This is an optimization exercise on Yosys and OpenROAD, whose aim is small area, not a production implementation. In this exercise RTL edits were held to simulation tests only and were not proved equivalent to the original. Power is estimated from default activity; no workload was simulated.

[design/flow/run.sh]
#!/bin/bash
# synth_recipe.tcl (not shown) runs the flow's synth.tcl, then flattens the netlist and writes it again
# the make line also repeats each setting of config.mk as NAME=value (left out here)
make -C /OpenROAD-flow-scripts/flow DESIGN_CONFIG=/design/flow/config.mk WORK_HOME=/design/flow/orfs CLKGATE_MAP_FILE= SYNTH_SCRIPT=/design/flow/synth_recipe.tcl finish
[design/flow/config.mk]
export PLATFORM = sky130hd
export DESIGN_NAME = wb_regfile
export DESIGN_NICKNAME = wb_regfile
export VERILOG_FILES = /design/flow/design.v
export SDC_FILE = /design/flow/constraint.sdc
export NUM_CORES = 8
export LEC_CHECK = 0
export CAP_MARGIN = 20
export CORE_MARGIN = 2
export CORE_UTILIZATION = 30
export SLEW_MARGIN = 20
[design/flow/constraint.sdc]
create_clock -name core_clock -period 8.0 [get_ports {clk}]
set_input_delay 1.6000 -clock core_clock [delete_from_list [all_inputs] [get_ports {clk}]]
set_output_delay 1.6000 -clock core_clock [all_outputs]
set_load 0.01 [all_outputs]
[design/flow/design.v]
module wb_regfile #(
  parameter logic [31:0] RESET_PC = 32'h0000_0000
) (
  input  logic        clk,
  input  logic        reset,
  input  logic        in_Jump,
  input  logic        in_MemtoReg,
  input  logic        in_RegWrite,
  input  logic [27:0] in_JumpAddress,
  input  logic [31:0] in_AddFour,
  input  logic [31:0] in_Adder,
  input  logic        in_ANDGate,
  input  logic [31:0] in_ReadData,
  input  logic [31:0] in_ALU,
  input  logic [4:0]  in_WriteRegister,
  input  logic        in_Stall,
  input  logic [4:0]  in_ReadRegister1,
  input  logic [4:0]  in_ReadRegister2,
  output logic [31:0] out_ReadData1,
  output logic [31:0] out_ReadData2,
  output logic [31:0] out_WriteData,
  output logic [31:0] out_PC,
  output logic [31:0] out_WBCount
);
  logic [31:0] regs_q [32];
  logic [31:0] regs_d [32];
  logic [31:0] pc_q, pc_d;
  logic [31:0] wb_count_q, wb_count_d;
  logic        commit;
  always_comb begin
    out_WriteData = in_MemtoReg ? in_ReadData : in_ALU;
    commit        = in_RegWrite && (in_WriteRegister != 5'd0) && !reset;
  end
  always_comb begin
    for (int i = 0; i < 32; i++) begin
      regs_d[i] = regs_q[i];
    end
    wb_count_d = wb_count_q;
    if (commit) begin
      regs_d[in_WriteRegister] = out_WriteData;
      wb_count_d               = wb_count_q + 32'd1;
    end
  end
  always_comb begin
    pc_d = in_AddFour;
    if (in_Stall) begin
      pc_d = pc_q;
    end else if (in_Jump) begin
      pc_d = {in_AddFour[31:28], in_JumpAddress};
    end else if (in_ANDGate) begin
      pc_d = in_Adder;
    end
  end
  always_ff @(posedge clk) begin
    if (reset) begin
      for (int i = 0; i < 32; i++) begin
        regs_q[i] <= 32'd0;
      end
      pc_q       <= RESET_PC;
      wb_count_q <= 32'd0;
    end else begin
      for (int i = 0; i < 32; i++) begin
        regs_q[i] <= regs_d[i];
      end
      pc_q       <= pc_d;
      wb_count_q <= wb_count_d;
    end
  end
  always_comb begin
    if (in_ReadRegister1 == 5'd0) begin
      out_ReadData1 = 32'd0;
    end else if (commit && (in_ReadRegister1 == in_WriteRegister)) begin
      out_ReadData1 = out_WriteData;
    end else begin
      out_ReadData1 = regs_q[in_ReadRegister1];
    end
    if (in_ReadRegister2 == 5'd0) begin
      out_ReadData2 = 32'd0;
    end else if (commit && (in_ReadRegister2 == in_WriteRegister)) begin
      out_ReadData2 = out_WriteData;
    end else begin
      out_ReadData2 = regs_q[in_ReadRegister2];
    end
  end
  assign out_PC      = pc_q;
  assign out_WBCount = wb_count_q;
endmodule
==> summary.txt <==
-- synth_stat cells, drive strengths merged (11+ instances only) --
| master | count | share of area [%] |
|---|---|---|
| a2111oi | 128 | 2.2 |
| a22o | 11 | 0.19 |
| buf | 216 | 2.3 |
| nand2 | 209 | 1.5 |
| nor2 | 1203 | 9.0 |
| nor4 | 64 | 0.81 |
| nand3 | 130 | 1.3 |
| xor2 | 27 | 0.45 |
| a31oi | 16 | 0.19 |
| mux2i | 70 | 1.3 |
| a21oi | 109 | 1.0 |
| dfxtp | 1056 | 41 |
| inv | 42 | 0.30 |
| nand3b | 42 | 0.61 |
| a211oi | 983 | 16 |
| or3 | 14 | 0.19 |
| o22ai | 57 | 0.69 |
| a22oi | 585 | 8.4 |
| nand4 | 112 | 1.4 |
| a221oi | 20 | 0.34 |
| o21ai | 65 | 0.63 |
| clkbuf | 487 | 3.5 |
| and3 | 406 | 4.9 |
| nor3 | 23 | 0.27 |
-- worst reg2reg max path, delay by kind of cell (launching register included) --
kind,cells,cell delay [ns]
DFF,1,0.40
AOI/OAI and AO/OA,1,0.13
and+or+nand+nor,5,1.52
-- cell families (layout without fill, tap and decap cells) --
kind of cell / Yosys count / in the layout / share of synthesized area, %
AND/OR/NAND/NOR: 2276 / 2276 / 21.0
AO/OA/AOI/OAI: 2026 / 2026 / 30.3
flip-flops: 1056 / 1056 / 40.6
buffers and inverters: 745 / 884 / 6.13
multiplexers: 72 / 72 / 1.39
XOR/XNOR: 34 / 34 / 0.572
adder cells (fa/ha/maj): 1 / 1 / 0.0240
other: 0 / 48 / 0
-- layout make-up --
type / count / area share [%]
multi-input cells: 4409 / 45.6
flip-flops and latches: 1056 / 33.5
repair buffers: 633 / 9.71
clock buffers: 165 / 5.24
well taps: 2310 / 4.58
clock inverters: 44 / 0.916
inverters: 42 / 0.250
diodes: 48 / 0.190
-- metrics by stage --
step	util [%]	area, um^2
2_1_floorplan	-	52000
3_3_place_gp	34.1	58600
3_5_place_dp	34.2	58800
4_1_cts	36.5	62700
5_1_grt	36.7	63000
6_report	36.7	63100
-- power breakdown --
| group | internal, mW | switching [mW] | leakage [nW] |
|---|---|---|---|
| combinational | 0.351 | 0.888 | 10.9 |
| sequential | 5.30 | 0.0454 | 8.52 |
| clock | 3.22 | 2.45 | 1.90 |
-- cells in the final DEF, fill, tap and decap left out, drive strengths merged, types with 8 or more instances in the layout --
cell type and count:
nor2 1203, dfxtp 1056, a211oi 983, a22oi 585, and3 406, clkdlybuf4s50 322
buf 311, nand2 209, clkbuf 165, nand3 130, a2111oi 128, nand4 112
a21oi 109, mux2i 70, o21ai 65, nor4 64, o22ai 57, diode 48
inv 45, nand3b 42, xor2 27, clkinv 24, nor3 23, a221oi 20
a31oi 16, or3 14, a22o 11, bufinv 11, or2 10, nor2b 10
a32oi 9, nand2b 8, a31o 8, and3b 8, or3b 8
-- flip-flops by register name, summed over array words and instances (netlist names) --
name,count
regs_q,992
pc_q,32
wb_count_q,32
-- worst min-delay path by stage --
stage	startpoint	endpoint	cells past startpoint
after detailed placement	pc_q[0]	pc_q[0]	2
after floorplan	regs_q[2][20]	regs_q[2][20]	2
final	wb_count_q[31]	wb_count_q[31]	2
after CTS	wb_count_q[31]	wb_count_q[31]	2
after global placement	pc_q[5]	pc_q[5]	2
after global routing	pc_q[21]	pc_q[21]	2
-- metal layers --
layer | routed length [um] | vias up | global-route usage, %
met5 | 130 | - | 0.250
met4 | 30300 | 12 | 25.9
met3 | 46900 | 1906 | 14.7
met2 | 122000 | 5850 | 46.5
met1 | 112000 | 27700 | 41.1
li1 | - | 23500 | -
==> qor.csv <==
stage,metric,value,unit
run_status,status,no timing/DRC/antenna violations,
detailed_routing,drc,0,
final_layout,fill_cells,17600,
pwr,vdd_ir_drop_max,0.000177,V
sta,fin_skew,0.00936,ns
clock_network,hold_buffers,0,
grt,grt_usage,33.9,%
final_layout,drive_gt1_share,13.2,%
final_layout,multi_input_area,28800,um^2
clock_network,clockRootBuffer,clkbuf_16,
floorplan,coreArea,172000,um^2
setup_path,crit_path_end,out_ReadData2[0],
clock_network,cts_tree,built,
sta,tns,0,ns
sta,slew_viol_final,0,
grt,overflow,0,
detailed_routing,ant_nets,0,
clock_network,cts_sinks,1056,
setup_path,cp.depth,10,
sta,timing.fmax,0.134,GHz
setup_path,cp-start-kind,input pin,
setup_path,cp_slowest_cell,nor4_1,
synth,syn-num-nets,6389,
synth,ys_types,82,
sta,min_period,7.45,ns
floorplan,pin_count,338,
floorplan,start_util,30.3,%
sta,setup_viol,0,
place,hpwl,193000,um
final_layout,nNetsFinal,6434,
setup_path,crit_top_cell,buf_4,
sta,hold_violations,0,
setup_path,crit_path_max_fanout,17,
clock_network,cts_buffer_depth,3,
clock_network,cts_resized,0,
clock_network,cts_made_buffers,113,
sta,timing.final.ws_setup,0.548,ns
sta,tightest_slew,1.33,ns
pwr,p_leak,21.3,nW
clock_network,clk_pin_slew,0.06,ns
synth,syn-cell-area,52000,um^2
place,place_inst,8439,
sta,fin_hold_ws,0.483,ns
synth,yosysWarnings,3,
grt,antenna_found_initial,35,
synth,synth-seq-cells,1056,
setup_path,critPathLaunch,in_ReadRegister2[1],
setup_path,required,6.40,ns
grt,grt_pass1_vias,52700,
detailed_routing,drt_iter0_drc,11800,
setup_path,r2r_setup_slack,5.88,ns
sta,rsz0062_at_grt,false,
grt,grt_max_degree,124,
final_layout,seqCellArea,21100,um^2
synth,avgSynthCellArea,8.38,um^2
place,globalplace.congestion,1.04,
setup_path,worstReg2RegEnd,wb_count_q[31],
detailed_routing,totalWireLength,311000,um
floorplan,die-area,177000,um^2
synth,synth-async-reset-ratio,0,%
clock_network,clk_latency,0.79,ns
setup_path,r2r_cells,6,
detailed_routing,wl_per_cell,35.8,um
detailed_routing,avgViaCountPerCell,6.77,
setup_path,crit_type,input pin to primary output,
pwr,finalPower,12.3,mW
detailed_routing,vias,59000,
sta,fin_crit_sh,93.2,%
final_layout,final_cells,8707,
setup_path,regToRegStartpoint,wb_count_q[17],
clock_network,cts_setup_buffers,0,
final_layout,synthToLayoutAreaGrowth,21.3,%
floorplan,die_h,420,um
job,maxCapViolCount,0,
grt,grt_first_pass_wirelength,425000,um
synth,ys_seq_area_share,40.6,%
synth,ys.flop_type,dfxtp_1,
synth,synth_edf_count,0,
floorplan,rows,152,
setup_path,path_cells,buf_2 > nand2b_1 > nor2_4 > buf_4 > a2111oi_0 > nand3_1 > nor4_1 > buf_4 > o22ai_1 > clkdlybuf4s50_1,
detailed_routing,dr.pass1.iters,16,
setup_path,crit_buf_inv,4,
floorplan,die_x,420,um
clock_network,htreeDepth,3,
setup_path,critPathCaptureType,primary output,
synth,netlist_instances,6210,
setup_path,cp.arrival,5.85,ns
worst_hold_path,hold_path.class,flop to flop,
place,port_buffers,337,
setup_path,max_stage_delay,0.91,ns
pwr,powerDensity,194,nW/um^2
place,pre_cts_slack,0.806,ns
setup_path,cpLargestDelayFamily,simple AND/OR/NAND/NOR gates,
sta,slew_headroom,11.2,%

-- separate check: timing with driven ports --
No port has a modelled driver above. Below, the same layout with a new extraction and two added sets of constraints. Step 1 sets driving cells, clkbuf_16 on the clock port and buf_2 on the other inputs (assumed; they add their load-dependent delay and slew). Step 2 times the ports against the registers' clock, not the clock port: input delays grow and output delays shrink by t, the midpoint of the rising clock arrivals with the driver on. Slacks: ideal / step 1 / step 2; pairs: ideal / step 1.
t (ns): 0.873
slack for setup (ns): 0.548 / 0.418 / 0.418
slew at the worst register clock pin (ns): 0.07 / 0.07
pins driven straight from the clock port: 1
After both steps setup and hold are still met in this run. For this run, drivers alone change the setup slack by -0.130 ns; drivers and shift together by -0.130 ns.
